From an optimization exercise on the open Yosys and OpenROAD flow, aimed at small area, a short achievable clock period and few clock cycles; shortcuts taken in it are not production practice.
Function was checked by simulation only, so behaviour that the tests miss may differ from the original.
Power figures rest on the tool's default switching activity, not on a simulated workload.

File: flow/design.v
`timescale 1ns / 1ps
`default_nettype none
package otsu_pkg;
  localparam int LEVEL_BITS = 8;
  localparam int QUEUE_DEPTH = 2;
  typedef struct packed {
    logic [LEVEL_BITS-1:0] bin;
    logic                  last;
  } otsu_item_t;
endpackage
`default_nettype wire
`timescale 1ns / 1ps
`default_nettype none
module otsu_mul #(
  parameter int TAG_W = 3
) (
  input  wire logic             clk_i,
  input  wire logic             rst_ni,
  input  wire logic [19:0]      a_i,
  input  wire logic [19:0]      b_i,
  input  wire logic [TAG_W-1:0] tag_i,
  output logic      [39:0]      p_o,
  output logic      [TAG_W-1:0] tag_o
);
  function automatic logic [59:0] csa10(input logic [19:0] a, input logic [9:0] b);
    logic [29:0] r [10];
    logic [29:0] s1 [7];
    logic [29:0] s2 [5];
    logic [29:0] s3 [4];
    logic [29:0] s4 [3];
    logic [29:0] s5 [2];
    for (int k = 0; k < 10; k++) r[k] = b[k] ? (30'(a) << k) : '0;
    s1[0] = r[0] ^ r[1] ^ r[2];
    s1[1] = ((r[0] & r[1]) | (r[0] & r[2]) | (r[1] & r[2])) << 1;
    s1[2] = r[3] ^ r[4] ^ r[5];
    s1[3] = ((r[3] & r[4]) | (r[3] & r[5]) | (r[4] & r[5])) << 1;
    s1[4] = r[6] ^ r[7] ^ r[8];
    s1[5] = ((r[6] & r[7]) | (r[6] & r[8]) | (r[7] & r[8])) << 1;
    s1[6] = r[9];
    s2[0] = s1[0] ^ s1[1] ^ s1[2];
    s2[1] = ((s1[0] & s1[1]) | (s1[0] & s1[2]) | (s1[1] & s1[2])) << 1;
    s2[2] = s1[3] ^ s1[4] ^ s1[5];
    s2[3] = ((s1[3] & s1[4]) | (s1[3] & s1[5]) | (s1[4] & s1[5])) << 1;
    s2[4] = s1[6];
    s3[0] = s2[0] ^ s2[1] ^ s2[2];
    s3[1] = ((s2[0] & s2[1]) | (s2[0] & s2[2]) | (s2[1] & s2[2])) << 1;
    s3[2] = s2[3];
    s3[3] = s2[4];
    s4[0] = s3[0] ^ s3[1] ^ s3[2];
    s4[1] = ((s3[0] & s3[1]) | (s3[0] & s3[2]) | (s3[1] & s3[2])) << 1;
    s4[2] = s3[3];
    s5[0] = s4[0] ^ s4[1] ^ s4[2];
    s5[1] = ((s4[0] & s4[1]) | (s4[0] & s4[2]) | (s4[1] & s4[2])) << 1;
    csa10 = {s5[1], s5[0]};
  endfunction
  logic [19:0]      a_q, b_q;
  logic [59:0]      lo_q, hi_q;
  logic [39:0]      p_q;
  logic [TAG_W-1:0] t0_q, t1_q, t2_q;
  logic [39:0] r0, r1, r2, r3, m0, m1, n0, n1;
  assign r0 = 40'(lo_q[29:0]);
  assign r1 = 40'(lo_q[59:30]);
  assign r2 = {hi_q[29:0], 10'b0};
  assign r3 = {hi_q[59:30], 10'b0};
  assign m0 = r0 ^ r1 ^ r2;
  assign m1 = ((r0 & r1) | (r0 & r2) | (r1 & r2)) << 1;
  assign n0 = m0 ^ m1 ^ r3;
  assign n1 = ((m0 & m1) | (m0 & r3) | (m1 & r3)) << 1;
  always_ff @(posedge clk_i) begin
    a_q  <= a_i;
    b_q  <= b_i;
    lo_q <= csa10(a_q, b_q[9:0]);
    hi_q <= csa10(a_q, b_q[19:10]);
    p_q  <= n0 + n1;
  end
  always_ff @(posedge clk_i or negedge rst_ni) begin
    if (!rst_ni) begin
      t0_q <= '0;
      t1_q <= '0;
      t2_q <= '0;
    end else begin
      t0_q <= tag_i;
      t1_q <= t0_q;
      t2_q <= t1_q;
    end
  end
  assign p_o   = p_q;
  assign tag_o = t2_q;
endmodule
`default_nettype wire
`timescale 1ns / 1ps
`default_nettype none
module otsu_back (
  input  wire logic        clk_i,
  input  wire logic        rst_ni,
  input  wire logic        go_i,
  input  wire logic [27:0] ntot_i,
  input  wire logic [35:0] stot_i,
  output logic             addr_ld_o,
  output logic      [7:0]  addr_o,
  input  wire logic [19:0] rdata_i,
  output logic             active_o,
  output logic             done_o,
  output logic      [7:0]  res_o,
  input  wire logic        ack_i
);
  function automatic logic [5:0] lead62(input logic [61:0] x);
    lead62 = '0;
    for (int i = 0; i < 62; i++) if (x[i]) lead62 = 6'(i);
  endfunction
  function automatic logic [19:0] mant62(input logic [61:0] x, input logic [5:0] pos);
    logic [61:0] sh;
    sh = x << (6'd61 - pos);
    mant62 = sh[61:42];
  endfunction
  function automatic logic [83:0] csa5x42(input logic [41:0] x, input logic [4:0] d);
    logic [41:0] r0, r1, r2, r3, r4, s1, c1, s2, c2;
    r0 = d[0] ? x        : '0;
    r1 = d[1] ? x << 1   : '0;
    r2 = d[2] ? x << 2   : '0;
    r3 = d[3] ? x << 3   : '0;
    r4 = d[4] ? x << 4   : '0;
    s1 = r0 ^ r1 ^ r2;
    c1 = ((r0 & r1) | (r0 & r2) | (r1 & r2)) << 1;
    s2 = s1 ^ c1 ^ r3;
    c2 = ((s1 & c1) | (s1 & r3) | (c1 & r3)) << 1;
    csa5x42 = {s2 ^ c2 ^ r4, ((s2 & c2) | (s2 & r4) | (c2 & r4)) << 1};
  endfunction
  function automatic logic [69:0] csa5x35(input logic [34:0] x, input logic [4:0] d);
    logic [34:0] r0, r1, r2, r3, r4, s1, c1, s2, c2;
    r0 = d[0] ? x        : '0;
    r1 = d[1] ? x << 1   : '0;
    r2 = d[2] ? x << 2   : '0;
    r3 = d[3] ? x << 3   : '0;
    r4 = d[4] ? x << 4   : '0;
    s1 = r0 ^ r1 ^ r2;
    c1 = ((r0 & r1) | (r0 & r2) | (r1 & r2)) << 1;
    s2 = s1 ^ c1 ^ r3;
    c2 = ((s1 & c1) | (s1 & r3) | (c1 & r3)) << 1;
    csa5x35 = {s2 ^ c2 ^ r4, ((s2 & c2) | (s2 & r4) | (c2 & r4)) << 1};
  endfunction
  logic        active_q;
  logic [8:0]  kf_q;
  logic        hv_q;
  logic [19:0] h_q;
  logic [7:0]  hk_q;
  logic        consume, fetch;
  assign active_o  = active_q;
  assign fetch     = active_q && !kf_q[8] && (!hv_q || consume);
  assign addr_ld_o = go_i || fetch;
  assign addr_o    = go_i ? 8'd0 : kf_q[7:0] + 8'd1;
  logic signed [36:0] tau_q;
  logic signed [63:0] e_q;
  logic signed [57:0] p_q;
  logic signed [29:0] m_q;
  logic signed [29:0] g_q;
  logic [19:0]        hrem_q;
  logic [1:0]         dig_q;
  logic               dig_v_q, scan_end_q;
  logic [7:0]         dk_q;
  logic [83:0]        ppe_q;            
  logic [69:0]        ppp_q;            
  logic               ppv_q, ppl_q;
  logic [1:0]         ppsh_q;
  logic [7:0]         ppk_q;
  logic signed [63:0] ae_q;
  logic signed [57:0] ap_q;
  logic               av_q, al_q;
  logic [7:0]         ak_q;
  logic               nv_q;
  logic [7:0]         nk_q;
  logic        x_v_q, xn_v_q, xz_q;
  logic [7:0]  xk_q;
  logic [61:0] xe_q;
  logic [55:0] xp_q;
  logic [19:0] xdm_q, xpm_q;
  logic [5:0]  xde_q, xpe_q;
  logic bank_ld, dstall, front_en;
  assign dstall   = nv_q && x_v_q && !bank_ld;
  assign front_en = !dig_v_q && !scan_end_q && !dstall;
  assign consume  = active_q && hv_q && front_en;
  logic [41:0] pe_sum;
  logic [34:0] pp_sum;
  assign pe_sum = ppe_q[83:42] + ppe_q[41:0];
  assign pp_sum = ppp_q[69:35] + ppp_q[34:0];
  logic [61:0] bu_q [2];
  logic [55:0] bp_q [2];
  logic [19:0] bwm_q [2];
  logic [6:0]  bwe_q [2];
  logic [19:0] bpm_q [2];
  logic [5:0]  bpe_q [2];
  logic [7:0]  bk_q [2];
  logic        bz_q [2];
  logic        ptr_q;
  logic        cand;
  assign cand = ~ptr_q;
  logic [2:0]  ph_f_q;
  logic        dec_q, amb_q;
  logic        w_iss_q, wcur_v_q;
  logic [1:0]  w_cnt_q;
  logic [19:0] wcur_m_q;
  logic [6:0]  wcur_e_q;
  logic [7:0]  lb_q, rb_q;
  logic [2:0]  cls0_q, cls1_q;
  logic [21:0] thi_q, tlo_q;
  logic        fb_q;
  logic [19:0] mul_a, mul_b;
  logic [2:0]  mul_tag, mtag;
  logic [39:0] prod;
  otsu_mul #(.TAG_W(3)) u_mul (
    .clk_i  (clk_i),
    .rst_ni (rst_ni),
    .a_i    (mul_a),
    .b_i    (mul_b),
    .tag_i  (mul_tag),
    .p_o    (prod),
    .tag_o  (mtag)
  );
  logic [19:0] prod_m;
  logic        prod_t;
  assign prod_t = prod[39];
  assign prod_m = prod_t ? prod[39:20] : prod[38:19];
  logic abort, st_ok, w_issue;
  assign abort   = dec_q && amb_q;
  assign bank_ld = ph_f_q == 3'd1 && !abort;
  assign st_ok   = xn_v_q && w_iss_q && w_cnt_q >= 2'd2;
  assign w_issue = xn_v_q && !w_iss_q && !fb_q && !bank_ld && ph_f_q != 3'd2;
  logic [19:0] wld_m;
  logic [6:0]  wld_e;
  assign wld_m = wcur_v_q ? wcur_m_q : prod_m;
  assign wld_e = wcur_v_q ? wcur_e_q : {xde_q, 1'b0} + 7'(prod_t);
  localparam logic [2:0] C_LT = 3'd0, C_M1 = 3'd1, C_Z = 3'd2, C_P1 = 3'd3, C_GT = 3'd4;
  function automatic logic [2:0] eclass(input logic signed [9:0] d);
    if (d >= 10'sd2)       eclass = C_GT;
    else if (d == 10'sd1)  eclass = C_P1;
    else if (d == 10'sd0)  eclass = C_Z;
    else if (d == -10'sd1) eclass = C_M1;
    else                   eclass = C_LT;
  endfunction
  logic signed [9:0] ed0;
  logic [21:0]       r1x;
  assign ed0 = signed'({2'b0, lb_q}) - signed'({2'b0, rb_q}) - signed'(10'(prod_t));
  assign r1x = {2'b0, prod_m};
  logic [2:0]  cls;
  logic [22:0] lx, thi, tlo;
  logic        f_gt, f_lt, d_gt, d_amb;
  assign cls   = prod_t ? cls1_q : cls0_q;
  assign lx    = (cls == C_P1) ? {2'b0, prod_m, 1'b0} : {3'b0, prod_m};
  assign thi   = (cls == C_M1) ? {thi_q, 1'b0} : {1'b0, thi_q};
  assign tlo   = (cls == C_M1) ? {tlo_q, 1'b0} : {1'b0, tlo_q};
  assign f_gt  = cls == C_GT || (cls != C_LT && lx >= thi);
  assign f_lt  = cls == C_LT || (cls != C_GT && lx <= tlo);
  assign d_gt  = !bz_q[cand] && (bz_q[ptr_q] || f_gt);
  assign d_amb = !bz_q[cand] && !bz_q[ptr_q] && !f_gt && !f_lt;
  logic        fbe_q;
  logic [2:0]  fbw_q;
  logic [3:0]  col_q, cmax_q;
  logic        side_q;
  logic [1:0]  fi_q, fl_q, imax_q, lmax_q;
  logic [2:0]  fph_q;
  logic signed [71:0] acc_q, add_q;
  logic        add_v_q;
  logic        nz_q;
  logic [19:0] ahi_q;
  logic        fb_fin, fb_gt, fb_start;
  assign fb_start = abort;
  assign fb_fin   = fb_q && col_q == cmax_q + 4'd1;
  assign fb_gt    = (!acc_q[71] && acc_q != '0) || (acc_q == '0 && nz_q);
  logic [79:0] fx;
  logic [59:0] fp;
  logic [3:0]  fj;
  logic [19:0] lxi, lxj, lpl;
  logic        fvalid;
  assign fx     = {18'b0, bu_q[ptr_q ^ ~side_q]};
  assign fp     = {4'b0, bp_q[ptr_q ^ side_q]};
  assign fj     = col_q - 4'(fi_q) - 4'(fl_q);
  assign lxi    = fx[20*fi_q +: 20];
  assign lxj    = fx[20*fj[1:0] +: 20];
  assign lpl    = fp[20*fl_q +: 20];
  assign fvalid = !fj[3] && fj[2:0] <= 3'd3;
  logic [61:0] uor;
  logic [55:0] por;
  logic [1:0]  imax_c, lmax_c;
  assign uor    = bu_q[0] | bu_q[1];
  assign por    = bp_q[0] | bp_q[1];
  assign imax_c = (uor[61:60] != '0) ? 2'd3 : (uor[59:40] != '0) ? 2'd2 :
                  (uor[39:20] != '0) ? 2'd1 : 2'd0;
  assign lmax_c = (por[55:40] != '0) ? 2'd2 : (por[39:20] != '0) ? 2'd1 : 2'd0;
  always_comb begin
    mul_a   = '0;
    mul_b   = '0;
    mul_tag = '0;
    if (fb_q) begin
      if (!fbe_q && !fb_fin) begin
        case (fph_q)
          3'd0: begin mul_a = lxi; mul_b = lxj; end
          3'd3: begin mul_a = prod[19:0]; mul_b = lpl; mul_tag = {1'b1, 1'b0, side_q}; end
          3'd4: begin mul_a = ahi_q; mul_b = lpl; mul_tag = {1'b1, 1'b1, side_q}; end
          default: ;
        endcase
      end
    end else if (bank_ld) begin
      mul_a   = bwm_q[ptr_q];
      mul_b   = xpm_q;
      mul_tag = 3'd2;
    end else if (ph_f_q == 3'd2) begin
      mul_a   = bwm_q[cand];
      mul_b   = bpm_q[ptr_q];
      mul_tag = 3'd3;
    end else if (w_issue) begin
      mul_a   = xdm_q;
      mul_b   = xdm_q;
      mul_tag = 3'd1;
    end
  end
  logic idle_all;
  assign idle_all = scan_end_q && !dig_v_q && !ppv_q && !av_q && !nv_q && !x_v_q &&
                    ph_f_q == 3'd0 && !fb_q && !abort;
  assign done_o   = active_q && idle_all;
  assign res_o    = bk_q[ptr_q];
  always_ff @(posedge clk_i or negedge rst_ni) begin
    if (!rst_ni) begin
      active_q   <= 1'b0;
      kf_q       <= '0;
      hv_q       <= 1'b0;
      scan_end_q <= 1'b1;
      dig_v_q    <= 1'b0;
      ppv_q      <= 1'b0;
      av_q       <= 1'b0;
      nv_q       <= 1'b0;
      x_v_q      <= 1'b0;
      xn_v_q     <= 1'b0;
      w_iss_q    <= 1'b0;
      w_cnt_q    <= '0;
      wcur_v_q   <= 1'b0;
      ph_f_q     <= '0;
      dec_q      <= 1'b0;
      amb_q      <= 1'b0;
      fb_q       <= 1'b0;
      ptr_q      <= 1'b0;
    end else if (go_i) begin
      active_q   <= 1'b1;
      kf_q       <= '0;
      hv_q       <= 1'b0;
      scan_end_q <= 1'b0;
      dig_v_q    <= 1'b0;
      ppv_q      <= 1'b0;
      av_q       <= 1'b0;
      nv_q       <= 1'b0;
      x_v_q      <= 1'b0;
      xn_v_q     <= 1'b0;
      w_iss_q    <= 1'b0;
      w_cnt_q    <= '0;
      wcur_v_q   <= 1'b0;
      ph_f_q     <= '0;
      dec_q      <= 1'b0;
      amb_q      <= 1'b0;
      fb_q       <= 1'b0;
      ptr_q      <= 1'b0;
    end else begin
      if (ack_i) active_q <= 1'b0;
      if (consume) hv_q <= 1'b0;
      if (fetch) begin
        hv_q <= 1'b1;
        kf_q <= kf_q + 1'b1;
      end
      if (consume && hk_q == 8'd255) scan_end_q <= 1'b1;
      if (!dstall) begin
        if (consume && h_q != '0) dig_v_q <= 1'b1;
        else if (dig_v_q && hrem_q[19:5] == '0) dig_v_q <= 1'b0;
        ppv_q <= dig_v_q;
        av_q  <= ppv_q;
        nv_q  <= av_q && al_q;
      end
      if (nv_q && !dstall) begin
        x_v_q  <= 1'b1;
        xn_v_q <= 1'b0;
      end else if (bank_ld) begin
        x_v_q  <= 1'b0;
        xn_v_q <= 1'b0;
      end else if (x_v_q) begin
        xn_v_q <= 1'b1;
      end
      if (bank_ld) begin
        w_iss_q  <= 1'b0;
        w_cnt_q  <= '0;
        wcur_v_q <= 1'b0;
      end else begin
        if (w_issue) begin
          w_iss_q <= 1'b1;
          w_cnt_q <= 2'd1;
        end else if (w_iss_q && w_cnt_q != 2'd3) begin
          w_cnt_q <= w_cnt_q + 1'b1;
        end
        if (mtag == 3'd1) wcur_v_q <= 1'b1;
      end
      dec_q <= ph_f_q == 3'd5;
      if (ph_f_q == 3'd5) amb_q <= d_amb;
      else if (abort) amb_q <= 1'b0;
      case (ph_f_q)
        3'd0:    if (st_ok && !fb_q && !abort) ph_f_q <= 3'd1;
        3'd1:    ph_f_q <= abort ? 3'd0 : 3'd2;
        3'd5:    ph_f_q <= st_ok ? 3'd1 : 3'd0;
        default: ph_f_q <= ph_f_q + 1'b1;
      endcase
      if (ph_f_q == 3'd5 && d_gt) ptr_q <= ~ptr_q;
      if (fb_start) fb_q <= 1'b1;
      if (fb_fin) begin
        fb_q <= 1'b0;
        if (fb_gt) ptr_q <= ~ptr_q;
      end
    end
  end
  always_ff @(posedge clk_i) begin
    if (fetch) begin
      h_q  <= rdata_i;
      hk_q <= kf_q[7:0];
    end
    if (go_i) begin
      tau_q <= signed'({1'b0, stot_i});
      m_q   <= signed'({2'b0, ntot_i});
      e_q   <= '0;
      p_q   <= '0;
    end else if (!dstall) begin
      if (consume) begin
        if (h_q == '0) begin
          tau_q <= tau_q - signed'({9'b0, ntot_i});
        end else begin
          g_q    <= m_q - signed'({10'b0, h_q});
          m_q    <= m_q - signed'({9'b0, h_q, 1'b0});
          hrem_q <= h_q;
          dig_q  <= '0;
          dk_q   <= hk_q;
        end
      end
      if (dig_v_q) begin
        ppe_q  <= csa5x42(42'(tau_q), hrem_q[4:0]);
        ppp_q  <= csa5x35(35'(g_q), hrem_q[4:0]);
        ppsh_q <= dig_q;
        ppl_q  <= hrem_q[19:5] == '0;
        ppk_q  <= dk_q;
        hrem_q <= hrem_q >> 5;
        dig_q  <= dig_q + 1'b1;
        if (hrem_q[19:5] == '0) tau_q <= tau_q - signed'({9'b0, ntot_i});
      end
      if (ppv_q) begin
        ae_q <= 64'(signed'(pe_sum)) <<< (5 * ppsh_q);
        ap_q <= 58'(signed'(pp_sum)) <<< (5 * ppsh_q);
        al_q <= ppl_q;
        ak_q <= ppk_q;
      end
      if (av_q) begin
        e_q  <= e_q + ae_q;
        p_q  <= p_q + ap_q;
        nk_q <= ak_q;
      end
    end
    if (nv_q && !dstall) begin
      xz_q  <= e_q == '0;
      xk_q  <= nk_q;
      xe_q  <= e_q[61:0];
      xp_q  <= p_q[55:0];
      xde_q <= lead62(e_q[61:0]);
      xpe_q <= lead62({6'b0, p_q[55:0]});
    end
    if (x_v_q && !xn_v_q) begin
      xdm_q <= mant62(xe_q, xde_q);
      xpm_q <= mant62({6'b0, xp_q}, xpe_q);
    end
    if (mtag == 3'd1) begin
      wcur_m_q <= prod_m;
      wcur_e_q <= {xde_q, 1'b0} + 7'(prod_t);
    end
  end
  always_ff @(posedge clk_i) begin
    if (go_i) begin
      bz_q[0] <= 1'b1;
      bk_q[0] <= '0;
    end else begin
      if (bank_ld) begin
        bu_q[cand]  <= xe_q;
        bp_q[cand]  <= xp_q;
        bpm_q[cand] <= xpm_q;
        bpe_q[cand] <= xpe_q;
        bk_q[cand]  <= xk_q;
        bz_q[cand]  <= xz_q;
        bwm_q[cand] <= wld_m;
        bwe_q[cand] <= wld_e;
      end
      if (ph_f_q == 3'd2) begin
        lb_q <= 8'(bwe_q[cand]) + 8'(bpe_q[ptr_q]);
        rb_q <= 8'(bwe_q[ptr_q]) + 8'(bpe_q[cand]);
      end
      if (ph_f_q == 3'd4) begin
        cls0_q <= eclass(ed0);
        cls1_q <= eclass(ed0 + 10'sd1);
        thi_q  <= r1x + 22'(r1x[21:16]) + 22'd1;
        tlo_q  <= r1x - 22'(r1x[21:16]) - 22'd1;
      end
    end
  end
  logic [1:0] nfl, nfi;
  logic       nside, ncol_end;
  always_comb begin
    nfl      = fl_q;
    nfi      = fi_q;
    nside    = side_q;
    ncol_end = 1'b0;
    if (fl_q != lmax_q) begin
      nfl = fl_q + 1'b1;
    end else begin
      nfl = '0;
      if (fi_q != imax_q) begin
        nfi = fi_q + 1'b1;
      end else begin
        nfi      = '0;
        nside    = ~side_q;
        ncol_end = side_q;
      end
    end
  end
  logic fb_adv;
  assign fb_adv = fb_q && !fb_fin && !fbe_q && ((fph_q == 3'd0 && !fvalid) || fph_q == 3'd4);
  always_ff @(posedge clk_i or negedge rst_ni) begin
    if (!rst_ni) begin
      imax_q <= '0;
      lmax_q <= '0;
      cmax_q <= '0;
      fbe_q  <= 1'b0;
      fbw_q  <= '0;
      col_q  <= '0;
      side_q <= 1'b0;
      fi_q   <= '0;
      fl_q   <= '0;
      fph_q  <= '0;
    end else if (fb_start) begin
      imax_q <= imax_c;
      lmax_q <= lmax_c;
      cmax_q <= {1'b0, imax_c, 1'b0} + {2'b0, lmax_c};
      fbe_q  <= 1'b0;
      fbw_q  <= '0;
      col_q  <= '0;
      side_q <= 1'b0;
      fi_q   <= '0;
      fl_q   <= '0;
      fph_q  <= '0;
    end else if (fb_q && !fb_fin) begin
      if (fbe_q) begin
        fbw_q <= fbw_q + 1'b1;
        if (fbw_q == 3'd4) begin
          fbe_q <= 1'b0;
          fbw_q <= '0;
          col_q <= col_q + 1'b1;
        end
      end else if (fb_adv) begin
        fph_q  <= '0;
        fl_q   <= nfl;
        fi_q   <= nfi;
        side_q <= nside;
        fbe_q  <= ncol_end;
      end else begin
        fph_q <= fph_q + 1'b1;
      end
    end
  end
  always_ff @(posedge clk_i or negedge rst_ni) begin
    if (!rst_ni) begin
      add_v_q <= 1'b0;
    end else begin
      add_v_q <= mtag[2];
    end
  end
  always_ff @(posedge clk_i) begin
    if (fb_q && !fbe_q && fph_q == 3'd3) ahi_q <= prod[39:20];
    if (mtag[0]) add_q <= -(72'(prod) << (mtag[1] ? 20 : 0));
    else         add_q <= 72'(prod) << (mtag[1] ? 20 : 0);
    if (fb_start) begin
      acc_q <= '0;
      nz_q  <= 1'b0;
    end else if (fb_q && fbe_q && fbw_q == 3'd4) begin
      nz_q  <= nz_q | (acc_q[19:0] != '0);
      acc_q <= acc_q >>> 20;
    end else if (add_v_q) begin
      acc_q <= acc_q + add_q;
    end
  end
endmodule
`default_nettype wire
`timescale 1ns / 1ps
`default_nettype none
module otsu_threshold_finder_top #(
  parameter int LEVELS     = 256,
  parameter int COUNT_BITS = 20
) (
  input  wire logic                  clk_i,
  input  wire logic                  rst_ni,
  input  wire logic                  in_valid_i,
  output logic                       in_stall_o,
  input  wire logic [otsu_pkg::LEVEL_BITS-1:0] pixel_i,
  input  wire logic                  last_pixel_i,
  output logic                       out_valid_o,
  input  wire logic                  out_stall_i,
  output logic [otsu_pkg::LEVEL_BITS-1:0]      threshold_o
);
  localparam int CW = 20;
  logic [255:0][CW-1:0] hist_q;
  logic          in_stall_q, clr_q;
  logic          v0_q, last0_q, v1_q, last1_q, v2_q, last2_q, go_q;
  logic [7:0]    p0_q, p1_q, p2_q;
  logic [CW-1:0] r1_q, rd, wdata, w2_q;
  logic          inc, inc2_q;
  logic [27:0]   ntot_q;
  logic [35:0]   stot_q;
  logic [7:0]    raddr, s_addr, s_res;
  logic          s_addr_ld;
  logic          s_active, s_done, s_ack;
  logic          out_valid_q;
  logic [7:0]    thr_q;
  logic          take;
  assign take = in_valid_i & ~in_stall_q;
  always_ff @(posedge clk_i or negedge rst_ni) begin
    if (!rst_ni) begin
      v0_q       <= 1'b0;
      v1_q       <= 1'b0;
      v2_q       <= 1'b0;
      go_q       <= 1'b0;
      in_stall_q <= 1'b0;
      clr_q      <= 1'b1;
    end else begin
      v0_q  <= take;
      v1_q  <= v0_q;
      v2_q  <= v1_q;
      go_q  <= v2_q & last2_q;
      clr_q <= s_ack;
      if (take && last_pixel_i) begin
        in_stall_q <= 1'b1;
      end else if (s_ack) begin
        in_stall_q <= 1'b0;
      end
    end
  end
  always_ff @(posedge clk_i) begin
    if (take) begin
      p0_q    <= pixel_i;
      last0_q <= last_pixel_i;
    end else if (s_addr_ld) begin
      p0_q    <= s_addr;
    end
    p1_q    <= p0_q;
    last1_q <= last0_q;
    if (v1_q && p1_q == p0_q) begin
      r1_q <= wdata;
    end else if (v2_q && p2_q == p0_q) begin
      r1_q <= w2_q;
    end else begin
      r1_q <= rd;
    end
    p2_q    <= p1_q;
    last2_q <= last1_q;
    w2_q    <= wdata;
    inc2_q  <= inc;
  end
  assign inc   = r1_q != '1;
  assign wdata = inc ? r1_q + 1'b1 : r1_q;
  always_ff @(posedge clk_i) begin
    if (clr_q) begin
      ntot_q <= '0;
      stot_q <= '0;
    end else if (v2_q && inc2_q) begin
      ntot_q <= ntot_q + 1'b1;
      stot_q <= stot_q + 36'(p2_q);
    end
  end
  always_ff @(posedge clk_i) begin
    for (int w = 0; w < 256; w++) begin
      if (clr_q || (v2_q && p2_q == 8'(w))) begin
        hist_q[w] <= clr_q ? '0 : w2_q;
      end
    end
  end
  assign raddr = p0_q;
  logic [15:0]   dlo, dhi;
  logic [CW-1:0] grp [16];
  always_comb begin
    for (int i = 0; i < 16; i++) begin
      dlo[i] = raddr[3:0] == 4'(i);
      dhi[i] = raddr[7:4] == 4'(i);
    end
    for (int j = 0; j < 16; j++) begin
      grp[j] = '0;
      for (int i = 0; i < 16; i++) grp[j] = grp[j] | (hist_q[16*j+i] & {CW{dlo[i]}});
    end
    rd = '0;
    for (int j = 0; j < 16; j++) rd = rd | (grp[j] & {CW{dhi[j]}});
  end
  otsu_back u_back (
    .clk_i    (clk_i),
    .rst_ni   (rst_ni),
    .go_i     (go_q),
    .ntot_i   (ntot_q),
    .stot_i   (stot_q),
    .addr_ld_o(s_addr_ld),
    .addr_o   (s_addr),
    .rdata_i  (rd),
    .active_o (s_active),
    .done_o   (s_done),
    .res_o    (s_res),
    .ack_i    (s_ack)
  );
  assign s_ack = s_done && (!out_valid_q || !out_stall_i);
  always_ff @(posedge clk_i or negedge rst_ni) begin
    if (!rst_ni) begin
      out_valid_q <= 1'b0;
    end else if (s_ack) begin
      out_valid_q <= 1'b1;
    end else if (!out_stall_i) begin
      out_valid_q <= 1'b0;
    end
  end
  always_ff @(posedge clk_i) begin
    if (s_ack) begin
      thr_q <= s_res;
    end
  end
  assign in_stall_o  = in_stall_q;
  assign out_valid_o = out_valid_q;
  assign threshold_o = thr_q;
endmodule
`default_nettype wire
File: flow/flow/run.sh
#!/bin/bash
set -euo pipefail
MARGIN=8
sed "s|\"\${@:-finish}\"|SETUP_SLACK_MARGIN=${MARGIN} \"\${@:-finish}\"|" standard.sh > standard_margin.sh
grep -q "SETUP_SLACK_MARGIN=${MARGIN}" standard_margin.sh
bash standard_margin.sh > flow_make.log 2>&1
test -f out/final.def
File: flow/standard.sh
#!/bin/bash
# synth_recipe.tcl (not shown) runs the flow's synth.tcl, then flattens the netlist and writes it again
# the make line also repeats each setting of config.mk as NAME=value (left out here)
make -C /OpenROAD-flow-scripts/flow DESIGN_CONFIG=/design/flow/config.mk WORK_HOME=/design/flow/orfs CLKGATE_MAP_FILE= SYNTH_SCRIPT=/design/flow/synth_recipe.tcl "${@:-finish}"
File: flow/config.mk
export PLATFORM = sky130hd
export DESIGN_NAME = otsu_threshold_finder_top
export DESIGN_NICKNAME = otsu_threshold_finder_top
export VERILOG_FILES = /design/flow/design.v
export SDC_FILE = /design/flow/constraint.sdc
export NUM_CORES = 4
export LEC_CHECK = 0
export ABC_CLOCK_PERIOD_IN_PS = 4000
export CAP_MARGIN = 20
export CELL_PAD_IN_SITES_DETAIL_PLACEMENT = 1
export CELL_PAD_IN_SITES_GLOBAL_PLACEMENT = 2
export CORE_MARGIN = 2
export CORE_UTILIZATION = 40
export CTS_CLUSTER_DIAMETER = 100
export CTS_CLUSTER_SIZE = 20
export PLACE_DENSITY = 0.5
export SLEW_MARGIN = 20
export SYNTH_MEMORY_MAX_BITS = 8192
File: flow/constraint.sdc
create_clock -name core_clock -period 12.0 [get_ports {clk_i}]
set_input_delay 2.4000 -clock core_clock [delete_from_list [all_inputs] [get_ports {clk_i}]]
set_output_delay 2.4000 -clock core_clock [all_outputs]
set_load 0.01 [all_outputs]
==> results.py, run 1 <==
metrics = {
    "placement": {
        "dp_hpwl_microns": 715400,
        "dp.cells": 29927,
        "preCtsSetupSlack_ns": 6.248,
        "gp_congestion": 0.8621,
        "dpl_cell_area_sq_um": 313400,
        "port_buffers": 22,
    },
    "clocking": {
        "cts_max_level": 5,
        "cts_hold_buf": 0,
        "cts_root_buf": "clkbuf_16",
        "clock-sinks": 6865,
        "cts_tree": "yes",
        "worstSkewPairLatency_ns": 1.15,
        "path_clk_slew_ns": 0.10,
        "clk_path_buf_depth": 4,
        "cts_buffers": 398,
    },
    "critical_path": {
        "cp_cell_sequence": "fa_1 > fa_2 > ha_4 > o21a_1 > o21a_1 > o2bb2ai_2 > a211o_1 > a21oi_4 > or3_4 > o21ai_2 > o32a_1 > a211o_1 > o2111ai_2 > a21oi_2 > xnor2_2",
        "crit_fanout": 5,
        "cp-start-kind": "flop",
        "crit_path_end_kind": "flop",
        "slowest_delay_ns": 0.57,
        "cp.arrival_ns": 5.14,
        "slowest_stage": "fa_1",
        "crit_type": "reg -> reg",
        "critPathRequiredTime_ns": 12.92,
    },
    "grt": {
        "grt_pass1_vias": 191020,
        "grt_max_degree": 206,
        "grt_pass1_wl_microns": 1601000,
        "antenna_found_initial": 99,
        "track_usage": 0.3027,
        "grt_overflow": 0,
    },
    "power_and_ir_drop": {
        "p_leak_nw": 114.7,
        "power_density_nw_per_um2": 274.9,
        "vdd_drop_max_mv": 0.2282,
        "p_total_mw": 91.93,
    },
    "yosys": {
        "synth-main-ff-cell": "edfxtp_1",
        "syn_inst": 20486,
        "yosysUniqueCellTypes": 121,
        "synth_nets": 21592,
        "synth.yosys.seq_area_share": 0.6727,
        "avgSynthCellArea_sq_um": 14.52,
        "synth-async-reset-ratio": 0.01005,
        "yosysWarnings": 16,
        "yosys_register_bits": 6865,
        "netlist_area_sq_um": 297400,
        "synth_edf_count": 6219,
    },
    "sta": {
        "post-route-period-util": 0.3514,
        "hold_ws_ns": 0.3308,
        "finalMaxSlewViolations": 0,
        "fin_skew_ns": 0.1061,
        "fin_ws_ns": 7.783,
        "setup_viol": 0,
        "worst_pin_slew_ns": 1.356,
        "fin_tns_setup_ns": 0,
        "post-route-min-period_ns": 4.217,
        "slew_headroom": 0.09611,
        "fmax_mhz": 237.1,
        "hold_viol": 0,
        "rsz0062_at_grt": "true",
    },
    "routing": {
        "drtIter0Drc": 22162,
        "remaining_drc_errors": 0,
        "num_vias": 192391,
        "drt_wl_total_microns": 1191000,
        "ant_nets": 0,
        "routed_via_density": 6.190,
        "routedWlPerCell_microns": 38.32,
        "drtPass1Iterations": 6,
    },
    "final_layout": {
        "fin_util": 0.4515,
        "layout_common_cells": "edfxtp_1, a22oi_1, nand2_1",
        "fin_cells": 31080,
        "area.growth.synth_to_final_pct": 12.45,
        "fin_area_sq_um": 334400,
        "final_common_cell": "edfxtp_1",
        "drive_gt1_frac": 0.1284,
        "final_nets": 21917,
    },
    "min_path": {
        "hold_class": "reg -> reg",
    },
    "die": {
        "die_w_microns": 866.2,
        "ios": 23,
        "die_area_sq_um": 750300,
        "core_sq_um": 740500,
        "die_y_microns": 866.2,
        "placementRows": 316,
        "start_util": 0.4015,
    },
    "status": {
        "outcome": "complete, no violations",
    },
    "flow_run": {
        "cap_violations": 0,
    },
}
==> flip-flops by register name, summed over array words and instances (netlist names), 36 cells and up <==
register,flops
hist_q,5120
stot_q,36
u_back.acc_q,72
u_back.add_q,72
u_back.ae_q,57
u_back.ap_q,50
u_back.bp_q,112
u_back.bpm_q,40
u_back.bu_q,124
u_back.bwm_q,40
u_back.e_q,64
u_back.p_q,56
u_back.ppe_q,79
u_back.ppp_q,65
u_back.tau_q,37
u_back.u_mul.hi_q,53
u_back.u_mul.lo_q,53
u_back.u_mul.p_q,40
u_back.xe_q,62
u_back.xp_q,56
==> synthesized netlist by cell type, drive strengths merged, types with 198 or more instances <==
master     n  area share
ha       545       0.023
fa       548       0.037
o21ai    466      0.0078
xnor2    336      0.0099
mux2i    404       0.014
xor2     219      0.0065
nand4    198      0.0042
and2     603       0.013
nor2     806       0.010
a21o     350      0.0088
a22o     728       0.021
nand2   1020       0.013
edfxtp  6219        0.63
nand3    309      0.0052
buf      354      0.0049
a31oi    259      0.0055
and3     275      0.0058
inv      791       0.010
a21oi    810       0.014
a221oi   756       0.022
clkbuf   819       0.010
a22oi   1176       0.030
dfxtp    577       0.039
==> worst paths after layout <==
check	from	to	slack (ns)	cells after the start
worst max register to register	u_back.u_mul.hi_q[6]	u_back.u_mul.p_q[39]	7.78	15
worst min-delay path	last1_q	last2_q	0.33	0
max in group asynchronous	rst_ni	go_q	9.19	2
worst min register to register	last1_q	last2_q	0.33	0
min in group asynchronous	rst_ni	u_back.u_mul.t0_q[2]	1.30	1
worst max-delay path	u_back.u_mul.hi_q[6]	u_back.u_mul.p_q[39]	7.78	15
==> area by class of cell <==
type,count,area (sq um)
sequential,6865,200100
multi-input combinational,11651,95250
timing repair inverter,1,5.005
tap,9858,12330
clock inverter,68,890.9
clock buffer,527,10620
inverter,798,3032
fill,72209,406200
antenna,216,540.5
timing repair buffer,1096,11620
==> report_power, final <==
part / leakage [nW] / switching, mW / internal (mW)
Combinational: 46.6 / 28.2 / 14.1
Clock: 5.56 / 8.33 / 6.37
Sequential: 62.5 / 2.72 / 32.2
Total: 115 / 39.2 / 52.7
==> what timing repair did <==
| item | in CTS | in global routing |
|---|---|---|
| pin swaps | 82 | 158 |
| buffers inserted | 117 | 143 |
| resized for setup | 543 | 429 |
| setup endpoints to repair | 2320 | 459 |
| gates cloned | 41 | 34 |
==> kinds of logic (layout without fill, tap and decap cells) <==
logic type,after synthesis,count (layout),share of synthesized area
AOI/OAI and AO/OA,5403,5403,0.1321
and+or+nand+nor,3957,3958,0.06682
adders and majority gates,1094,1094,0.05986
DFF,6865,6865,0.6727
buffers and inverters,1971,2490,0.02536
muxes,640,640,0.02679
other,1,217,0.00001261
xor gates and xnor gates,555,555,0.01635
==> routing by layer <==
layer / up-vias / share of wire / GRT usage
li1: 80282 / - / -
met1: 103875 / 0.43 / 0.4304
met2: 6872 / 0.46 / 0.4774
met3: 1346 / 0.066 / 0.03927
met4: 16 / 0.045 / 0.1127
met5: - / 0.000087 / 0
==> worst max-delay path, delay by kind of cell (launching register included) <==
family          cells  cell delay, ns
flops               1            0.33
simple gates        1            0.15
fa+ha+maj           3            1.37
compound gates     10            1.89
xor+xnor            1            0.31
Testbench counts, summed over its fixed seeds: cycles 300,295.
==> run 2: changes to the inputs <==
==> flow/flow/run.sh (replaced) <==
#!/bin/bash
set -euo pipefail
MARGIN=7.8
sed "s|\"\${@:-finish}\"|SETUP_SLACK_MARGIN=${MARGIN} \"\${@:-finish}\"|" standard.sh > standard_margin.sh
grep -q "SETUP_SLACK_MARGIN=${MARGIN}" standard_margin.sh
bash standard_margin.sh > flow_make.log 2>&1
test -f out/final.def
--- a/flow/config.mk
+++ b/flow/config.mk
@@ -11,8 +11,8 @@
 export CELL_PAD_IN_SITES_GLOBAL_PLACEMENT = 2
 export CORE_MARGIN = 2
-export CORE_UTILIZATION = 40
+export CORE_UTILIZATION = 45
 export CTS_CLUSTER_DIAMETER = 100
 export CTS_CLUSTER_SIZE = 20
-export PLACE_DENSITY = 0.5
+export PLACE_DENSITY = 0.55
 export SLEW_MARGIN = 20
 export SYNTH_MEMORY_MAX_BITS = 8192
==> run 2 against run 1 <==
Against the previous run:
- first-iteration DRC count rose by 2.9%
- die area is 11% lower
- core utilization is 4.6 points higher
- sequential power hardly changed
- sequential share of layout area increased by 1.3 points
- hold slack lost 0.024 ns
- area after synthesis is the same
- setup slack worse by 0.18 ns
- largest cell class unchanged
- non-clock buffer count is 184 lower
- global-route usage rose by 1.9 points
- highest routed layer unchanged
==> results.py, run 2 <==
metrics = {
    "status": {
        "outcome": "complete, no violations",
    },
    "die": {
        "die_area_sq_um": 667300,
        "core_sq_um": 658500,
        "placementRows": 298,
        "die_w_microns": 816.9,
        "start_util": 0.4516,
        "ios": 23,
        "die_y_microns": 816.9,
    },
    "power_and_ir_drop": {
        "p_total_mw": 89.03,
        "power_density_nw_per_um2": 271.9,
        "p_sw_frac": 0.4208,
        "switchingPower_mw": 37.46,
        "combPwrFrac": 0.447,
        "clkPwrFrac": 0.161,
        "p_leak_nw": 112.8,
        "seq_power_share": 0.392,
        "vdd_drop_max_mv": 0.2413,
        "p_int_mw": 51.57,
    },
    "grt": {
        "grt_overflow": 0,
        "grt_pass1_wl_microns": 1526000,
        "antenna_found_initial": 75,
        "grt_max_degree": 209,
        "track_usage": 0.3214,
        "grt_pass1_vias": 190862,
    },
    "yosys": {
        "syn_inst": 20486,
        "synth_mux_area_frac": 0.02679,
        "synth_compound_area_frac": 0.1321,
        "synthAdderAreaFrac": 0.05986,
        "yosys_register_bits": 6865,
        "synthTopCellsByArea": "edfxtp_1, dfxtp_1, fa_1",
        "synth_top_area_share": 0.6280,
        "netlist_area_sq_um": 297400,
        "synth-async-reset-ratio": 0.01005,
        "avgSynthCellArea_sq_um": 14.52,
        "yosysMostFrequentCell": "edfxtp_1",
        "synth-main-ff-cell": "edfxtp_1",
        "synth.yosys.seq_area_share": 0.6727,
        "synthDominantAreaCellType": "edfxtp_1",
        "yosysUniqueCellTypes": 121,
        "yosysWarnings": 16,
        "synth_edf_count": 6219,
        "synth_nets": 21592,
        "synth_top_family_by_area": "compound AO/OA/AOI/OAI gates",
        "synth_xor_xnor_area_share": 0.01635,
        "synth_simple_gate_area_share": 0.06682,
        "yosys-top-cells-count": "edfxtp_1, a22oi_1, nand2_1",
    },
    "clocking": {
        "cts_buffers": 390,
        "cts_root_buf": "clkbuf_16",
        "path_clk_slew_ns": 0.09,
        "cts_max_level": 5,
        "clk_path_buf_depth": 4,
        "worstSkewPairLatency_ns": 1.11,
        "cts_tree": "yes",
        "clock-sinks": 6865,
    },
    "routing": {
        "routedWlPerCell_microns": 37.17,
        "ant_nets": 0,
        "routed_via_density": 6.421,
        "remaining_drc_errors": 0,
        "num_vias": 190200,
        "drtPass1Iterations": 6,
        "drt_wl_total_microns": 1101000,
        "drtIter0Drc": 22799,
    },
    "sta": {
        "finalMaxSlewViolations": 0,
        "post-route-min-period_ns": 4.397,
        "fmax_mhz": 227.4,
        "worst_pin_slew_ns": 1.454,
        "setup_viol": 0,
        "hold_ws_ns": 0.3065,
        "post-route-period-util": 0.3664,
        "hold_viol": 0,
        "fin_tns_setup_ns": 0,
        "rsz0062_at_grt": "true",
        "slew_headroom": 0.03098,
        "fin_skew_ns": 0.07907,
    },
    "final_layout": {
        "final_common_cell": "edfxtp_1",
        "largest-register": "hist_q",
        "final_nets": 21724,
        "layout_common_cells": "edfxtp_1, a22oi_1, nand2_1",
        "fin_cells": 29623,
        "area.growth.synth_to_final_pct": 10.13,
        "fill_cells": 63162,
        "fin_area_sq_um": 327500,
        "top_regs": "hist_q (5120), u_back.bu_q (124), u_back.bp_q (112)",
        "largest_reg_flops": 5120,
        "drive_gt1_frac": 0.1083,
    },
    "placement": {
        "gp_congestion": 0.9040,
        "port_buffers": 22,
        "dp.cells": 28795,
        "dp_hpwl_microns": 680000,
        "dpl_cell_area_sq_um": 311800,
    },
    "critical_path": {
        "r2r_cells": 13,
        "crit_fanout": 84,
        "r2r_setup_slack_ns": 7.60,
        "r2r_start": "p0_q[2]",
        "crit_type": "reg -> reg",
        "cp-start-kind": "flop",
        "cp.arrival_ns": 5.42,
        "r2r-end": "r1_q[13]",
        "crit_path_end_kind": "flop",
        "critPathRequiredTime_ns": 13.02,
    },
    "min_path": {
        "hold_start": "u_back.u_mul.t1_q[1]",
        "worst_hold_path.endpoint": "u_back.u_mul.t2_q[1]",
        "hold_class": "reg -> reg",
        "whs_path_depth": 0,
    },
    "flow_run": {
        "cap_violations": 0,
    },
}
[run 2: cell types whose count changed in the layout (fill, tap and decap cells not counted), moves of 18 or more]
cell,delta
a21o_1,+24
a31oi_1,+23
buf_4,-74
a31oi_4,-28
buf_16,-19
a221oi_1,+23
a21oi_1,+18
clkbuf_16,-32
buf_6,-24
bufbuf_16,-20
nor2_1,+21
diode_2,-103
a221oi_2,-20
a21o_2,-24
[run 2: per-stage QoR]
stage	setup WS, ns	utilization
global route	7.651	0.4972
CTS	7.662	0.4943
floorplan	6.454	-
global placement	6.268	0.4730
finish	7.603	0.4973
detailed placement	6.448	0.4735
[run 2: cell type report]
cell class	count	area (sq um)	area share
multi-input combinational	11651	93410	0.2853
clock inverter	51	680.7	0.002079
tap	8700	10890	0.03324
antenna	113	282.8	0.0008635
timing repair buffer	912	8620	0.02632
inverter	798	3017	0.009212
clock buffer	533	10500	0.03206
sequential	6865	200100	0.6110
[run 2: critical path: stages (launching register included)]
cell      delay, ns
edfxtp_1       0.47
buf_4          0.20
nand2b_2       0.27
nor2_4         0.25
buf_12         0.56
buf_6          0.52
a22o_1         0.21
a221oi_1       0.05
a31oi_2        0.97
nor4_1         0.10
buf_4          0.22
nand3_1        0.10
mux2i_1        0.07
o21ai_0        0.17
[run 2: how the worst max path moves through the flow]
| stage | end | from | slack (ns) | cells past startpoint |
|---|---|---|---|---|
| 4_1_cts | r1_q[12] | p0_q[1] | 7.66 | 13 |
| 2_1_floorplan | u_back.bp_q[1][0] | u_back.ph_f_q[1] | 6.45 | 6 |
| 3_3_place_gp | r1_q[0] | p0_q[0] | 6.27 | 12 |
| 5_1_grt | r1_q[2] | p0_q[0] | 7.65 | 14 |
| 6_report | r1_q[13] | p0_q[2] | 7.60 | 13 |
| 3_5_place_dp | r1_q[0] | p0_q[3] | 6.45 | 14 |
[run 2: repair_timing]
| action | CTS | global route |
|---|---|---|
| cloned | 16 | 7 |
| buffers inserted | 57 | 44 |
| setup endpoints to repair | 173 | 170 |
| hold buffers | 0 | 0 |
| pin swaps | 45 | 43 |
| resized for setup | 324 | 208 |
[run 2: power by group through the flow]
stage	registers, mW	logic [mW]	clock network, mW
after detailed placement	35.4	37.9	0
after global placement	35.4	37.3	0
after CTS	34.8	39.1	14.5
after floorplan	34.0	22.8	0
after global routing	35.1	43.2	15.3
final	34.9	39.8	14.3
[run 2: cell families (layout without fill, tap and decap cells)]
kind of cell	Yosys count	count (layout)
compound gates	5403	5403
xor+xnor	555	555
fa+ha+maj	1094	1094
buf+inv	1971	2294
flops	6865	6865
mux	640	640
other cells	1	114
simple gates	3957	3958
[run 2: per-layer routing]
metal,vias up,part of all wire,GRT usage
met5,-,0.00013,0
met2,7591,0.45,0.5010
met1,101422,0.42,0.4569
met3,1393,0.078,0.05089
li1,79772,-,-
met4,22,0.046,0.1215
==> run 3: changes to the inputs <==
--- a/flow/design.v
+++ b/flow/design.v
@@ -67,4 +67,9 @@
   assign n0 = m0 ^ m1 ^ r3;
   assign n1 = ((m0 & m1) | (m0 & r3) | (m1 & r3)) << 1;
+  logic [19:0] lo20, hi0, hi1;
+  logic        c20;
+  assign {c20, lo20} = {1'b0, n0[19:0]} + {1'b0, n1[19:0]};
+  assign hi0 = n0[39:20] + n1[39:20];
+  assign hi1 = n0[39:20] + n1[39:20] + 20'd1;
   always_ff @(posedge clk_i) begin
     a_q  <= a_i;
@@ -72,5 +77,5 @@
     lo_q <= csa10(a_q, b_q[9:0]);
     hi_q <= csa10(a_q, b_q[19:10]);
-    p_q  <= n0 + n1;
+    p_q  <= {c20 ? hi1 : hi0, lo20};
   end
   always_ff @(posedge clk_i or negedge rst_ni) begin
@@ -239,7 +244,10 @@
   endfunction
   logic signed [9:0] ed0;
-  logic [21:0]       r1x;
-  assign ed0 = signed'({2'b0, lb_q}) - signed'({2'b0, rb_q}) - signed'(10'(prod_t));
-  assign r1x = {2'b0, prod_m};
+  logic [21:0]       rxa, rxb, thi_c, tlo_c;
+  assign ed0   = signed'({2'b0, lb_q}) - signed'({2'b0, rb_q}) - signed'(10'(prod_t));
+  assign rxa   = {2'b0, prod[39:20]};
+  assign rxb   = {2'b0, prod[38:19]};
+  assign thi_c = prod_t ? rxa + 22'(rxa[21:16]) + 22'd1 : rxb + 22'(rxb[21:16]) + 22'd1;
+  assign tlo_c = prod_t ? rxa - 22'(rxa[21:16]) - 22'd1 : rxb - 22'(rxb[21:16]) - 22'd1;
   logic [2:0]  cls;
   logic [22:0] lx, thi, tlo;
@@ -495,6 +503,6 @@
         cls0_q <= eclass(ed0);
         cls1_q <= eclass(ed0 + 10'sd1);
-        thi_q  <= r1x + 22'(r1x[21:16]) + 22'd1;
-        tlo_q  <= r1x - 22'(r1x[21:16]) - 22'd1;
+        thi_q  <= thi_c;
+        tlo_q  <= tlo_c;
       end
     end
==> flow/flow/run.sh (replaced) <==
#!/bin/bash
set -euo pipefail
MARGIN=8
sed "s|\"\${@:-finish}\"|SETUP_SLACK_MARGIN=${MARGIN} \"\${@:-finish}\"|" standard.sh > standard_margin.sh
grep -q "SETUP_SLACK_MARGIN=${MARGIN}" standard_margin.sh
bash standard_margin.sh > flow_make.log 2>&1
test -f out/final.def
--- a/flow/config.mk
+++ b/flow/config.mk
@@ -11,8 +11,8 @@
 export CELL_PAD_IN_SITES_GLOBAL_PLACEMENT = 2
 export CORE_MARGIN = 2
-export CORE_UTILIZATION = 45
+export CORE_UTILIZATION = 40
 export CTS_CLUSTER_DIAMETER = 100
 export CTS_CLUSTER_SIZE = 20
-export PLACE_DENSITY = 0.55
+export PLACE_DENSITY = 0.5
 export SLEW_MARGIN = 20
 export SYNTH_MEMORY_MAX_BITS = 8192
==> run 3 against run 2 <==
Against the previous run:
- power increased by 5.3%
- hold slack improved by 0.020 ns
- area after synthesis is 0.70% higher
- setup slack got worse by 0.46 ns
- fmax fell by 9.4%
- highest routed layer unchanged
- clock power increased by 3%
- clock-buffer cell count down 7
- global-route usage is 0.32 points lower
- sequential cell count is 1 higher
- final area up 4.3%
- register-to-register slack got worse by 0.46 ns
- critical path type unchanged
- non-clock buffer count is 531 higher
==> results.py, run 3 <==
metrics = {
    "status": {
        "outcome": "complete, no violations",
    },
    "die": {
        "die_w_microns": 869.2,
        "die_y_microns": 869.2,
        "placementRows": 317,
        "ios": 23,
        "start_util": 0.4016,
        "die_area_sq_um": 755500,
        "core_sq_um": 745700,
    },
    "final_layout": {
        "fin_cells": 31658,
        "layout_common_cells": "edfxtp_1, a22oi_1, nand2_1",
        "top_regs": "hist_q (5120), u_back.bu_q (124), u_back.bp_q (112)",
        "final_common_cell": "edfxtp_1",
        "drive_gt1_frac": 0.1438,
        "largest-register": "hist_q",
        "area.growth.synth_to_final_pct": 14.10,
        "final_nets": 22538,
        "largest_reg_flops": 5120,
    },
    "grt": {
        "grt_overflow": 0,
        "grt_pass1_vias": 195736,
        "grt_pass1_wl_microns": 1679000,
        "antenna_found_initial": 120,
        "track_usage": 0.3182,
        "grt_max_degree": 193,
    },
    "power_and_ir_drop": {
        "clkPwrFrac": 0.157,
        "switchingPower_mw": 40.06,
        "combPwrFrac": 0.471,
        "seq_power_share": 0.372,
        "p_leak_nw": 119.5,
        "vdd_drop_max_mv": 0.2269,
        "power_density_nw_per_um2": 274.5,
        "p_sw_frac": 0.4272,
        "p_int_mw": 53.72,
    },
    "sta": {
        "setup_viol": 0,
        "fmax_mhz": 206.0,
        "hold_ws_ns": 0.3268,
        "slew_headroom": 0.1710,
        "finalMaxSlewViolations": 0,
        "worst_pin_slew_ns": 1.243,
        "post-route-min-period_ns": 4.855,
        "fin_skew_ns": 0.08648,
        "post-route-period-util": 0.4046,
        "fin_tns_setup_ns": 0,
        "rsz0062_at_grt": "true",
        "hold_viol": 0,
    },
    "clocking": {
        "path_clk_slew_ns": 0.09,
        "cts_buffers": 397,
        "clock-sinks": 6866,
        "cts_tree": "yes",
        "worstSkewPairLatency_ns": 1.13,
        "cts_max_level": 5,
        "clk_path_buf_depth": 4,
        "cts_root_buf": "clkbuf_16",
    },
    "routing": {
        "routedWlPerCell_microns": 39.60,
        "drtPass1Iterations": 6,
        "ant_nets": 0,
        "drtIter0Drc": 24001,
        "routed_via_density": 6.281,
        "num_vias": 198838,
        "drt_wl_total_microns": 1254000,
        "remaining_drc_errors": 0,
    },
    "yosys": {
        "synthDominantAreaCellType": "edfxtp_1",
        "netlist_area_sq_um": 299400,
        "avgSynthCellArea_sq_um": 14.41,
        "synth_compound_area_frac": 0.1310,
        "yosysUniqueCellTypes": 99,
        "synth-async-reset-ratio": 0.01005,
        "synth_edf_count": 6220,
        "yosys-top-cells-count": "edfxtp_1, a22oi_1, nand2_1",
        "yosysMostFrequentCell": "edfxtp_1",
        "yosys_register_bits": 6866,
        "synth-main-ff-cell": "edfxtp_1",
        "synth_top_area_share": 0.6238,
        "synth_nets": 21887,
        "synth_xor_xnor_area_share": 0.01777,
        "synthTopCellsByArea": "edfxtp_1, dfxtp_1, fa_1",
        "synthAdderAreaFrac": 0.05978,
        "synth.yosys.seq_area_share": 0.6681,
        "synth_top_family_by_area": "compound AO/OA/AOI/OAI gates",
        "yosysWarnings": 16,
        "synth_simple_gate_area_share": 0.06859,
        "syn_inst": 20774,
        "synth_mux_area_frac": 0.02938,
    },
    "critical_path": {
        "crit_buf_inv": 5,
        "slowest_delay_ns": 0.62,
        "cp_cell_sequence": "buf_12 > buf_12 > nor4_2 > buf_12 > buf_16 > a22o_1 > a221oi_1 > nand4_1 > a22o_4 > a221oi_4 > buf_6 > nand4_1 > or3_4 > mux2_4 > mux2_4",
        "r2r_cells": 15,
        "cp.arrival_ns": 5.87,
        "crit_family": "simple AND/OR/NAND/NOR gates",
        "cp-start-kind": "flop",
        "r2r_start": "p0_q[0]",
        "crit_fanout": 65,
        "path_depth": 15,
        "critical_path.startpoint": "p0_q[0]",
        "r2r_setup_slack_ns": 7.15,
        "crit_path_end_kind": "flop",
        "crit_type": "reg -> reg",
        "crit_top_cell": "buf_12",
        "r2r-end": "r1_q[11]",
        "slowest_stage": "or3_4",
        "critPathRequiredTime_ns": 13.02,
        "endpoint": "r1_q[11]",
    },
    "placement": {
        "gp_congestion": 0.8601,
        "dp_hpwl_microns": 742500,
        "dp.cells": 30273,
        "port_buffers": 22,
    },
    "flow_run": {
        "cap_violations": 0,
    },
    "min_path": {
        "hold_class": "reg -> reg",
    },
}
## run 3: cell types whose count changed after synthesis, moves of 38 or more
cell,delta
o21ai_0,+202
a221oi_1,+50
nor2_1,-68
o22ai_1,-63
a22oi_1,-38
a22o_1,+44
a31oi_1,-173
nand3_1,+193
and3_1,-186
mux2_2,+54
nor4_1,-40
nand4_1,+142
## run 3: cell type report
type / instances / area (sq um)
Inverter: 785 / 2990
Fill cell: 72759 / 404000
Clock buffer: 526 / 10570
Sequential cell: 6866 / 200100
Timing Repair Buffer: 1443 / 17170
Multi-Input combinational cell: 11931 / 97210
Timing Repair inverter: 1 / 5.005
Antenna cell: 152 / 380.4
Clock inverter: 65 / 828.3
Tap cell: 9889 / 12370
## run 3: through the flow
stage / instance area, sq um / setup WS [ns] / util / power [mW]
detailed placement: 315800 / 5.856 / 0.4235 / 74.45
finish: 341700 / 7.145 / 0.4582 / 93.78
CTS: 336100 / 7.381 / 0.4507 / 92.10
global placement: 315300 / 5.318 / 0.4228 / 73.92
floorplan: 299600 / 6.455 / - / 57.13
global route: 341600 / 7.229 / 0.4581 / 98.22
## run 3: cell families after synthesis
| family | Yosys count |
|---|---|
| compound gates | 5412 |
| mux | 718 |
| buf+inv | 1983 |
| other cells | 1 |
| flops | 6866 |
| fa+ha+maj | 1100 |
| simple gates | 4088 |
| xor+xnor | 606 |
## run 3: what timing repair did
action                      CTS  global route
setup buffers               251           243
setup endpoints to repair  1066           348
hold buffers                  0             0
resized for setup           884           477
pin swaps                   201           238
gates cloned                105            42
## run 3: per-layer routing
| metal | track usage | up-vias | routed length, microns |
|---|---|---|---|
| met5 | 0 | - | 287 |
| met4 | 0.1221 | 44 | 57460 |
| met3 | 0.04076 | 1582 | 88300 |
| met2 | 0.5071 | 7833 | 575600 |
| met1 | 0.4465 | 107264 | 532000 |
| li1 | - | 82115 | - |
## run 3: power groups by stage
stage | Sequential (mW) | Clock [mW] | Combinational (mW)
after floorplan | 34.0 | 0 | 23.1
after global placement | 35.7 | 0 | 38.2
after detailed placement | 35.6 | 0 | 38.9
after CTS | 34.9 | 14.9 | 42.3
after global routing | 35.1 | 15.6 | 47.5
final | 34.9 | 14.7 | 44.2
## run 3: worst min-delay path by stage
stage,start,to,slack (ns),cells after the start
after floorplan,last1_q,last2_q,0.31,0
after global placement,u_back.u_mul.lo_q[0],u_back.u_mul.p_q[0],0.31,0
after detailed placement,u_back.u_mul.lo_q[0],u_back.u_mul.p_q[0],0.31,0
after CTS,u_back.u_mul.lo_q[2],u_back.u_mul.p_q[2],0.31,0
after global routing,last0_q,last1_q,0.32,0
final,last0_q,last1_q,0.33,0
Testbench counts of run 3, summed over its fixed seeds: cycles 300,295.

what the ideal ports hide:
How much do the figures lean on ideal ports? The routed layouts below were timed once more, with nothing changed but the port constraints. Step 1: set_driving_cell puts a clkbuf_16 on clk_i and a buf_2 on each other input, an assumption about the parent block. Step 2 times the ports against the registers' clock, not the clock port: input delays grow and output delays shrink by t, the midpoint of the rising clock arrivals with the driver on. Slacks: ideal / step 1 / step 2; pairs: ideal / step 1.
run | t, ns | slack for setup (ns) | worst setup path at the end
run 1 | 1.243 | 7.783 / 7.740 / 7.380 | input to register
run 2 | 1.221 | 7.603 / 7.603 / 7.603 | register to register
run 3 | 1.239 | 7.145 / 7.145 / 7.145 | register to register
After both steps setup and hold are still met in every run listed. The setup slack of run 1, which loses most, moves by -0.043 ns with the drivers and by -0.403 ns with both steps.
